Background: an optimization exercise with open tools, aiming at small area, a short achievable clock period and few clock cycles per item. Do not read the settings as production practice. In this exercise RTL edits were held to simulation tests only and were not proved equivalent to the original. Power and IR drop assume default switching activity.

==> flow/design.v <==
package tlct_pkg;
   localparam logic [4:0] TOK_ASSIGN = 5'd15;
   localparam logic [4:0] TOK_EQUALS = 5'd16;
   localparam logic [4:0] TOK_SYMBOL = 5'd17;
   localparam logic [4:0] TOK_NUMBER = 5'd18;
   localparam logic [4:0] TOK_IF     = 5'd19;
   localparam logic [4:0] TOK_WHILE  = 5'd20;
   localparam logic [4:0] TOK_OUT    = 5'd21;
   localparam logic [4:0] TOK_END    = 5'd22;
   localparam logic [4:0] TOK_ERROR  = 5'd23;
   localparam logic [1:0] KIND_NONE   = 2'd0;
   localparam logic [1:0] KIND_ASSIGN = 2'd1;
   localparam logic [1:0] KIND_SYMBOL = 2'd2;
   localparam logic [1:0] KIND_NUMBER = 2'd3;
   localparam logic [2:0] CLS_OP     = 3'd0;
   localparam logic [2:0] CLS_EQ     = 3'd1;
   localparam logic [2:0] CLS_LETTER = 3'd2;
   localparam logic [2:0] CLS_DIGIT  = 3'd3;
   localparam logic [2:0] CLS_OTHER  = 3'd4;
   localparam logic [2:0] CLS_END    = 3'd5;
   localparam int NUM_OPS = 15;
   localparam logic [8*NUM_OPS-1:0] OP_CHARS = ";}{)(|&!><%/*-+";
   localparam logic [7:0] CHAR_EQ = "=";
   localparam logic [15:0] KW_IF    = "if";
   localparam logic [23:0] KW_OUT   = "out";
   localparam logic [39:0] KW_WHILE = "while";
   localparam int TEXT_SHOWN = 16;
   localparam int OUT_DEPTH = 4;
   localparam int OUT_PTRW  = 2;
   localparam int OUT_CNTW  = 3;
   typedef struct packed {
      logic [2:0] cls;
      logic [3:0] op_idx;
      logic [7:0] ch;
   } item_type;
   typedef struct packed {
      logic [4:0]  kind;
      logic [4:0]  length;
      logic [63:0] first;
      logic [63:0] second;
      logic        overflow;
      logic        last;
   } token_type;
endpackage
module tlct_fifo #(
   parameter int WIDTH = 8,
   parameter int DEPTH = 2
) (
   input  logic             clock,
   input  logic             reset,
   input  logic             push,
   input  logic [WIDTH-1:0] push_data,
   input  logic             pop,
   output logic [WIDTH-1:0] pop_data,
   output logic             not_empty,
   output logic             full
);
   localparam int PTRW = (DEPTH > 1) ? $clog2(DEPTH) : 1;
   localparam int CNTW = $clog2(DEPTH + 1);
   logic [WIDTH-1:0] mem_ff [DEPTH];
   logic [PTRW-1:0]  wr_ptr_ff, wr_ptr_in;
   logic [PTRW-1:0]  rd_ptr_ff, rd_ptr_in;
   logic [CNTW-1:0]  count_ff, count_in;
   logic             do_push, do_pop;
   assign do_push   = push & ~full;
   assign do_pop    = pop & not_empty;
   assign not_empty = (count_ff != '0);
   assign full      = (count_ff == CNTW'(DEPTH));
   assign pop_data  = mem_ff[rd_ptr_ff];
   always_comb begin
      wr_ptr_in = wr_ptr_ff;
      rd_ptr_in = rd_ptr_ff;
      count_in  = count_ff;
      if (do_push) begin
         wr_ptr_in = (wr_ptr_ff == PTRW'(DEPTH - 1)) ? '0 : wr_ptr_ff + 1'b1;
      end
      if (do_pop) begin
         rd_ptr_in = (rd_ptr_ff == PTRW'(DEPTH - 1)) ? '0 : rd_ptr_ff + 1'b1;
      end
      if (do_push && !do_pop) begin
         count_in = count_ff + 1'b1;
      end else if (!do_push && do_pop) begin
         count_in = count_ff - 1'b1;
      end
   end
   always_ff @(posedge clock) begin
      if (reset) begin
         wr_ptr_ff <= '0;
         rd_ptr_ff <= '0;
         count_ff  <= '0;
      end else begin
         wr_ptr_ff <= wr_ptr_in;
         rd_ptr_ff <= rd_ptr_in;
         count_ff  <= count_in;
      end
   end
   always_ff @(posedge clock) begin
      if (do_push) begin
         mem_ff[wr_ptr_ff] <= push_data;
      end
   end
endmodule
import tlct_pkg::*;
module tlct_front
(
   input  logic       req_valid,
   output logic       req_stall,
   input  logic [7:0] req_char_in,
   input  logic       req_end_of_input,
   input  logic       queue_full,
   output logic       push,
   output tlct_pkg::item_type item
);
   logic       op_found;
   logic [3:0] op_idx;
   always_comb begin
      op_found = 1'b0;
      op_idx   = '0;
      for (int k = NUM_OPS - 1; k >= 0; k--) begin
         if (req_char_in == OP_CHARS[8*k +: 8]) begin
            op_found = 1'b1;
            op_idx   = 4'(k);
         end
      end
   end
   always_comb begin
      item.ch     = req_char_in;
      item.op_idx = op_idx;
      if (req_end_of_input) begin
         item.cls = CLS_END;
      end else if (op_found) begin
         item.cls = CLS_OP;
      end else if (req_char_in == CHAR_EQ) begin
         item.cls = CLS_EQ;
      end else if ((req_char_in >= "a" && req_char_in <= "z")
                   || (req_char_in >= "A" && req_char_in <= "Z")) begin
         item.cls = CLS_LETTER;
      end else if (req_char_in >= "0" && req_char_in <= "9") begin
         item.cls = CLS_DIGIT;
      end else begin
         item.cls = CLS_OTHER;
      end
   end
   assign req_stall = queue_full;
   assign push      = req_valid & ~queue_full;
endmodule
import tlct_pkg::*;
module tlct_back
#(
   parameter int MAX_TEXT = 16
) (
   input  logic      clock,
   input  logic      reset,
   input  logic      item_valid,
   input  tlct_pkg::item_type item,
   output logic      item_pop,
   output logic      rsp_valid,
   input  logic      rsp_stall,
   output tlct_pkg::token_type rsp_token
);
   localparam int LENW = $clog2(MAX_TEXT + 1);
   logic [1:0]      kind_ff, kind_in;
   logic [LENW-1:0] len_ff, len_in;
   logic            ovf_ff, ovf_in;
   logic [7:0]      text_ff [MAX_TEXT];
   logic [139:0]        oq_ff [OUT_DEPTH];
   logic [OUT_PTRW-1:0] oq_wr_ff, oq_wr_in;
   logic [OUT_PTRW-1:0] oq_rd_ff, oq_rd_in;
   logic [OUT_CNTW-1:0] oq_cnt_ff, oq_cnt_in;
   logic            take, rsp_pop;
   logic [7:0]      shown_byte [TEXT_SHOWN];
   tlct_pkg::token_type       text_tok, flush_tok, own_tok, slot0, slot1;
   logic            has_flush, do_flush, own_valid;
   logic            append, kw_if, kw_while, kw_out;
   logic [LENW-1:0] base_len;
   logic            base_ovf;
   logic [1:0]      push_n;
   assign take     = item_valid & (oq_cnt_ff <= OUT_CNTW'(OUT_DEPTH - 2));
   assign item_pop = take;
   for (genvar i = 0; i < TEXT_SHOWN; i++) begin : g_show
      if (i < MAX_TEXT) begin : g_held
         assign shown_byte[i] = (32'(len_ff) > i) ? text_ff[i] : 8'h00;
      end else begin : g_none
         assign shown_byte[i] = 8'h00;
      end
   end
   always_comb begin
      text_tok = '0;
      for (int i = 0; i < 8; i++) begin
         text_tok.first[8*i +: 8]  = shown_byte[i];
         text_tok.second[8*i +: 8] = shown_byte[i + 8];
      end
      if (32'(len_ff) > TEXT_SHOWN) begin
         text_tok.length   = 5'(TEXT_SHOWN);
         text_tok.overflow = 1'b1;
      end else begin
         text_tok.length   = 5'(len_ff);
         text_tok.overflow = ovf_ff;
      end
   end
   always_comb begin
      flush_tok = text_tok;
      case (kind_ff)
         KIND_ASSIGN: begin
            flush_tok      = '0;
            flush_tok.kind = TOK_ASSIGN;
         end
         KIND_SYMBOL: flush_tok.kind = TOK_SYMBOL;
         KIND_NUMBER: flush_tok.kind = TOK_NUMBER;
         default:     flush_tok      = '0;
      endcase
   end
   assign has_flush = (kind_ff != KIND_NONE);
   assign kw_if = (kind_ff == KIND_SYMBOL) && !ovf_ff && (len_ff == LENW'(1))
      && (text_ff[0] == KW_IF[15:8]) && (item.ch == KW_IF[7:0]);
   assign kw_out = (kind_ff == KIND_SYMBOL) && !ovf_ff && (len_ff == LENW'(2))
      && (text_ff[0] == KW_OUT[23:16]) && (text_ff[1] == KW_OUT[15:8])
      && (item.ch == KW_OUT[7:0]);
   assign kw_while = (kind_ff == KIND_SYMBOL) && !ovf_ff && (len_ff == LENW'(4))
      && (text_ff[0] == KW_WHILE[39:32]) && (text_ff[1] == KW_WHILE[31:24])
      && (text_ff[2] == KW_WHILE[23:16]) && (text_ff[3] == KW_WHILE[15:8])
      && (item.ch == KW_WHILE[7:0]);
   always_comb begin
      do_flush  = 1'b0;
      own_valid = 1'b0;
      own_tok   = '0;
      append    = 1'b0;
      kind_in   = kind_ff;
      len_in    = len_ff;
      ovf_in    = ovf_ff;
      case (item.cls)
         CLS_END: begin
            do_flush     = 1'b1;
            own_valid    = 1'b1;
            own_tok.kind = TOK_END;
         end
         CLS_OP: begin
            do_flush     = 1'b1;
            own_valid    = 1'b1;
            own_tok.kind = {1'b0, item.op_idx};
         end
         CLS_EQ: begin
            if (kind_ff == KIND_ASSIGN) begin
               own_valid    = 1'b1;
               own_tok.kind = TOK_EQUALS;
            end else begin
               do_flush = 1'b1;
            end
         end
         CLS_LETTER: begin
            do_flush = (kind_ff != KIND_SYMBOL);
            append   = 1'b1;
            kind_in  = KIND_SYMBOL;
            if (kw_if || kw_while || kw_out) begin
               own_valid    = 1'b1;
               own_tok.kind = kw_if ? TOK_IF : (kw_while ? TOK_WHILE : TOK_OUT);
            end
         end
         CLS_DIGIT: begin
            append = 1'b1;
            if (kind_ff != KIND_NUMBER && kind_ff != KIND_SYMBOL) begin
               do_flush = 1'b1;
               kind_in  = KIND_NUMBER;
            end
         end
         default: begin
            own_valid       = 1'b1;
            own_tok.kind    = TOK_ERROR;
            own_tok.length  = 5'd1;
            own_tok.first   = {56'd0, item.ch};
         end
      endcase
      base_len = do_flush ? '0 : len_ff;
      base_ovf = do_flush ? 1'b0 : ovf_ff;
      if (do_flush) begin
         kind_in = (item.cls == CLS_EQ) ? KIND_ASSIGN : kind_in;
         len_in  = '0;
         ovf_in  = 1'b0;
      end
      if (append) begin
         if (base_len < LENW'(MAX_TEXT)) begin
            len_in = base_len + 1'b1;
            ovf_in = base_ovf;
         end else begin
            len_in = base_len;
            ovf_in = 1'b1;
         end
      end
      if (item.cls == CLS_END || item.cls == CLS_OP || own_tok.kind == TOK_EQUALS
          || (item.cls == CLS_LETTER && own_valid)) begin
         kind_in = KIND_NONE;
         len_in  = '0;
         ovf_in  = 1'b0;
      end
   end
   always_comb begin
      slot0  = own_tok;
      slot1  = own_tok;
      push_n = 2'd0;
      if (do_flush && has_flush) begin
         slot0  = flush_tok;
         push_n = own_valid ? 2'd2 : 2'd1;
      end else if (own_valid) begin
         push_n = 2'd1;
      end
      slot0.last = (push_n == 2'd1);
      slot1.last = 1'b1;
      if (!take) begin
         push_n = 2'd0;
      end
   end
   always_ff @(posedge clock) begin
      if (reset) begin
         kind_ff <= KIND_NONE;
         len_ff  <= '0;
         ovf_ff  <= 1'b0;
      end else if (take) begin
         kind_ff <= kind_in;
         len_ff  <= len_in;
         ovf_ff  <= ovf_in;
      end
   end
   for (genvar j = 0; j < MAX_TEXT; j++) begin : g_text
      always_ff @(posedge clock) begin
         if (take && append && base_len == LENW'(j)) begin
            text_ff[j] <= item.ch;
         end
      end
   end
   assign rsp_valid = (oq_cnt_ff != '0);
   assign rsp_pop   = rsp_valid & ~rsp_stall;
   assign rsp_token = oq_ff[oq_rd_ff];
   always_comb begin
      oq_wr_in  = oq_wr_ff + OUT_PTRW'(push_n);
      oq_rd_in  = oq_rd_ff + OUT_PTRW'(rsp_pop);
      oq_cnt_in = oq_cnt_ff + OUT_CNTW'(push_n) - OUT_CNTW'(rsp_pop);
   end
   always_ff @(posedge clock) begin
      if (reset) begin
         oq_wr_ff  <= '0;
         oq_rd_ff  <= '0;
         oq_cnt_ff <= '0;
      end else begin
         oq_wr_ff  <= oq_wr_in;
         oq_rd_ff  <= oq_rd_in;
         oq_cnt_ff <= oq_cnt_in;
      end
   end
   always_ff @(posedge clock) begin
      if (push_n != 2'd0) begin
         oq_ff[oq_wr_ff] <= slot0;
      end
      if (push_n == 2'd2) begin
         oq_ff[oq_wr_ff + 1'b1] <= slot1;
      end
   end
endmodule
import tlct_pkg::*;
module toy_language_char_tokenizer
#(
   parameter int MAX_TEXT    = 16,
   parameter int QUEUE_DEPTH = 2
) (
   input  logic        clock,
   input  logic        reset,
   input  logic        req_valid,
   output logic        req_stall,
   input  logic [7:0]  req_char_in,
   input  logic        req_end_of_input,
   output logic        rsp_valid,
   input  logic        rsp_stall,
   output logic [4:0]  rsp_token_kind,
   output logic [4:0]  rsp_text_length,
   output logic [63:0] rsp_text_first,
   output logic [63:0] rsp_text_second,
   output logic        rsp_text_overflow,
   output logic        rsp_last_of_run
);
   tlct_pkg::item_type  front_item, back_item;
   logic      front_push, queue_full, queue_valid, queue_pop;
   tlct_pkg::token_type rsp_token;
   tlct_front u_front (
      .req_valid        (req_valid),
      .req_stall        (req_stall),
      .req_char_in      (req_char_in),
      .req_end_of_input (req_end_of_input),
      .queue_full       (queue_full),
      .push             (front_push),
      .item             (front_item)
   );
   tlct_fifo #(
      .WIDTH (15),   
      .DEPTH (QUEUE_DEPTH)
   ) u_queue (
      .clock     (clock),
      .reset     (reset),
      .push      (front_push),
      .push_data (front_item),
      .pop       (queue_pop),
      .pop_data  (back_item),
      .not_empty (queue_valid),
      .full      (queue_full)
   );
   tlct_back #(
      .MAX_TEXT (MAX_TEXT)
   ) u_back (
      .clock      (clock),
      .reset      (reset),
      .item_valid (queue_valid),
      .item       (back_item),
      .item_pop   (queue_pop),
      .rsp_valid  (rsp_valid),
      .rsp_stall  (rsp_stall),
      .rsp_token  (rsp_token)
   );
   assign rsp_token_kind    = rsp_token.kind;
   assign rsp_text_length   = rsp_token.length;
   assign rsp_text_first    = rsp_token.first;
   assign rsp_text_second   = rsp_token.second;
   assign rsp_text_overflow = rsp_token.overflow;
   assign rsp_last_of_run   = rsp_token.last;
endmodule
==> flow/run.sh <==
#!/bin/bash
# synth_recipe.tcl (not shown) runs the flow's synth.tcl, then flattens the netlist and writes it again
# the make line also repeats each setting of config.mk as NAME=value (left out here)
make -C /OpenROAD-flow-scripts/flow DESIGN_CONFIG=/design/flow/config.mk WORK_HOME=/design/flow/orfs CLKGATE_MAP_FILE= SYNTH_SCRIPT=/design/flow/synth_recipe.tcl finish
==> flow/config.mk <==
export PLATFORM = sky130hd
export DESIGN_NAME = toy_language_char_tokenizer
export DESIGN_NICKNAME = toy_language_char_tokenizer
export VERILOG_FILES = /design/flow/design.v
export SDC_FILE = /design/flow/constraint.sdc
export NUM_CORES = 4
export LEC_CHECK = 0
export CAP_MARGIN = 20
export CORE_MARGIN = 2
export CORE_UTILIZATION = 40
export SLEW_MARGIN = 20
==> flow/constraint.sdc <==
create_clock -name core_clock -period 5.5 [get_ports {clock}]
set_input_delay 1.1000 -clock core_clock [delete_from_list [all_inputs] [get_ports {clock}]]
set_output_delay 1.1000 -clock core_clock [all_outputs]
set_load 0.01 [all_outputs]
==> notes.md <==
==> report_power, final <==
group          total, W  internal [W]  switching [W]
Combinational   0.00216      0.000713        0.00144
Clock           0.00546       0.00324        0.00222
Sequential      0.00600       0.00585       0.000155
==> sequential cells by signal, summed over array words and instances (netlist names), named ones only <==
register,cells
u_back.ovf_ff,1
u_back.oq_cnt_ff,3
u_queue.wr_ptr_ff,1
u_back.oq_wr_ff,2
u_queue.count_ff,2
u_queue.mem_ff,30
u_back.len_ff,5
u_back.oq_ff,560
u_back.text_ff,128
u_back.oq_rd_ff,2
u_back.kind_ff,2
u_queue.rd_ptr_ff,1
==> how the worst max path moves through the flow <==
stage,endpoint,slack (ns),cells after the start,start
6_report,u_back.oq_ff[1][72]$_DFFE_PP_,0.71,12,u_back.text_ff[1][1]$_DFFE_PP_
5_1_grt,u_back.oq_ff[1][23]$_SDFFE_PP0P_,0.34,13,flip-flop
4_1_cts,u_back.oq_ff[1][25]$_SDFFE_PP0P_,0.70,13,flip-flop
3_5_place_dp,u_back.oq_ff[3][69]$_DFFE_PP_,0.74,13,flip-flop
3_3_place_gp,u_back.oq_ff[3][72]$_DFFE_PP_,0.84,13,flip-flop
2_1_floorplan,u_back.oq_ff[3][66]$_DFFE_PP_,1.14,18,u_back.kind_ff[1]$_SDFFE_PP0P_
==> worst max-delay path, cell delays in order (launching register included) <==
cell      delay [ns]
edfxtp_1        0.47
nor4bb_1        0.66
nand3_1         0.18
nor4_2          0.49
nor3_1          0.11
o21a_1          0.23
nand2_1         0.07
ha_1            0.33
o21ai_0         0.44
or3_1           0.28
and2_4          0.20
clkinv_1        0.59
a22o_1          0.47
==> logic make-up (layout without fill, tap and decap cells) <==
family / Yosys count / in the layout / share of synthesized area, %
and+or+nand+nor: 621 / 621 / 10.1
buffers and inverters: 215 / 370 / 3.45
DFF: 738 / 738 / 58.2
muxes: 157 / 157 / 11.6
xor gates and xnor gates: 10 / 10 / 0.301
AOI/OAI and AO/OA: 650 / 650 / 15.6
adders and majority gates: 18 / 18 / 0.801
==> metal layers <==
| metal | wire [um] | part of all wire [%] | track usage [%] |
|---|---|---|---|
| met3 | 4730 | 5.7 | 3.37 |
| met1 | 35800 | 43 | 29.4 |
| met4 | 2660 | 3.2 | 8.64 |
| met5 | 0 | 0 | 0 |
| met2 | 40300 | 48 | 36.5 |
==> through the flow <==
| step | utilization (%) | cell area [um2] |
|---|---|---|
| final | 47.5 | 34100 |
| after detailed placement | 43.7 | 31400 |
| after global routing | 47.5 | 34100 |
| after floorplan | - | 29100 |
| after global placement | 43.7 | 31400 |
| after CTS | 47.5 | 34000 |
==> synth_stat cells, drive strengths merged (5+ instances only) <==
| master | n | share of area [%] |
|---|---|---|
| and3 | 24 | 0.52 |
| nand2 | 418 | 5.4 |
| nor4bb | 6 | 0.21 |
| a21o | 8 | 0.21 |
| dfxtp | 524 | 36 |
| nand3 | 18 | 0.36 |
| nor2 | 46 | 0.62 |
| mux4 | 140 | 11 |
| clkbuf | 95 | 1.2 |
| inv | 30 | 0.39 |
| a21oi | 21 | 0.40 |
| nand4 | 7 | 0.15 |
| a22o | 82 | 2.5 |
| and2 | 7 | 0.15 |
| edfxtp | 214 | 22 |
| and4 | 6 | 0.19 |
| a32o | 69 | 2.4 |
| nor2b | 21 | 0.45 |
| xnor2 | 6 | 0.18 |
| or3 | 6 | 0.13 |
| ha | 17 | 0.73 |
| o31ai | 8 | 0.25 |
| o2bb2ai | 102 | 3.1 |
| nor4b | 8 | 0.45 |
| o22ai | 5 | 0.11 |
| or2 | 5 | 0.11 |
| o32ai | 6 | 0.18 |
| mux2 | 8 | 0.34 |
| nor3 | 18 | 0.44 |
| o21ai | 312 | 5.4 |
| nand2b | 11 | 0.24 |
| buf | 88 | 1.8 |
| mux2i | 9 | 0.41 |
==> area by class of cell <==
cell class              instances  area, um2
repair buffers                190       1920
multi-input cells            1456      11200
flip-flops and latches        738      16900
inverters                      32        120
clock buffers                 116       2280
well taps                     950       1190
clock inverters                32        413
fillers                      6312      37700
==> placed cells by master, fill, tap and decap left out, drive strengths merged, types with 36 or more instances in the layout <==
cell and count:
dfxtp 524, nand2 418, o21ai 312, edfxtp 214
clkdlybuf4s50 154, mux4 140, clkbuf 116, o2bb2ai 102
a22o 82, a32o 69, nor2 46, inv 37
buf 36
==> key figures <==
Critical path
  • Reg2reg end: u_back.oq_ff[1][72]$_DFFE_PP_
  • CP Data Required Time: 5.87 ns
  • Worst Path Max Fanout: 22
  • R2R Path Start: u_back.text_ff[1][1]$_DFFE_PP_
  • R2R Setup Slk: 0.71 ns
  • Worst setup EP type: flip-flop
  • Reg2Reg Depth: 12
  • Kind of critical path: reg -> reg
  • WP data arrival: around 5.2 ns
  • Crit start category: flip-flop

Logic synthesis
  • Register bit total from synthesis: around 740
  • Mapped Cells: 2409
  • Mapped Nets: 2440
  • Area of the mapped netlist: slightly below 30000 um2
  • Post-synth top flop: dfxtp_1
  • Count of cell types in the netlist: 89
  • Ys Warns: 5
  • Post-synthesis sequential area ratio: 58.2%
  • Post-synth EDFFs: approximately 210
  • Synthesized area per cell: roughly 12 um2
  • FFs w/ async S/R, synth: 0%

Worst hold path
  • Hold Crit Class: reg -> reg
  • Min-delay src: u_back.oq_ff[1][32]$_SDFFE_PP0P_
  • Hold path depth: 2
  • Endpoint, Worst Hold: u_back.oq_ff[1][32]$_SDFFE_PP0P_

Die
  • Die area: 74800 um2
  • Chip width: 274 um
  • # IOs: around 160
  • Core Box Area: 71700 um2
  • Die H: 274 um
  • Starting Density: approximately two fifths
  • Row count: 98

CTS
  • Clk buf depth: 3
  • Post-CTS sizing: 0
  • Clk root buf: clkbuf_16
  • Hold_buf cts: 0
  • Reg clk slew, reported paths: 0.07 ns
  • Post-CTS Setup Repair Bufs: 0
  • Number of CTS-inserted buffers: 79
  • Worst skew pair latency: between 0.6 and 0.7 ns
  • H-tree depth: 3
  • Sink Count: 738
  • CTS tree: built

Drt
  • Initial drt markers: 1710
  • Routed vias: 20400
  • Post-route DRC: 0
  • DRT Pass-1 Iters: 5
  • Post-route ant nets: 0
  • Routed wire length: 83500 um
  • Drt via density: 5.80
  • Drt wl/cell: 23.8 um

Timing
  • Fin Clk Skew: 0.0358 ns
  • RSZ-0062 raised after global routing: no
  • Setup TNS: 0 ns
  • Min Hold Slack: 0.446 ns
  • Slew @ Worst Pin: 1.04 ns
  • Final hold violation count: 0
  • Relative slew slack: between 30% and 40%
  • Max Clock Freq: 0.209 GHz
  • Setup violators final: 0
  • Fin. max-slew vios: 0
  • Min setup slack post-route: approximately 0.71 ns
  • Final Cycle Share: between 80% and 90%
  • Post-route minimum period: 4.79 ns

Pwr
  • Total power: 0.0136 W
  • Cell Pwr Density: 400 nW/um2
  • Leak Pwr: 11.2 nW
  • Peak supply drop: 0.271 mV

Global routing
  • First-pass GRT wire length: 127000 um
  • Initial antenna violation count: 0
  • Vias in the first global route: 20800
  • GRT Util Overall: 22.2%
  • Largest net degree at the start of global routing: 127
  • Grt total ovfl: 0

Place
  • Pre-CTS setup slack: 0.742 ns
  • Dpl hpwl: 50100 um
  • Cell count after placement: 3366
  • GPL Wtd Cong: 0.903
  • Number of port buffers: 154

Status
  • Outcome: finished clean

Layout
  • Share of post-route cells with drive strength above 1: 13.7%
  • Ant. Diodes: 0
  • Syn-to-layout area delta: 17.2%
  • Nets: 2528
  • Non-filler cells, final: 3514

Job
  • Max cap viols: 0
Testbench counts, summed over its fixed seeds: cycles 24,024, items 24,000.

==> port drivers added, routing unchanged <==
How much do the figures lean on ideal ports? The routed layout below was timed once more, with nothing changed but the port constraints.
Step 1 (the two cells are an assumption about what drives the block):
set clk [get_ports {clock}]
set_driving_cell -lib_cell sky130_fd_sc_hd__clkbuf_16 $clk
set_driving_cell -lib_cell sky130_fd_sc_hd__buf_2 [delete_from_list [all_inputs] $clk]
Step 2 times the ports against the registers' clock, not the clock port: input delays grow and output delays shrink by t, the midpoint of the rising clock arrivals with the driver on.
Three values: no drivers, after step 1, after step 2; two values: the first two.
t, ns: 0.693
setup WS [ns]: 0.709 / 0.709 / 0.709
worst slew at a driven data input, ns: 0.06
cell pins on the clock port's net: 1
After both steps this run still meets setup and hold. For this run, drivers alone change the setup slack by 0.000 ns; drivers and shift together by 0.000 ns.
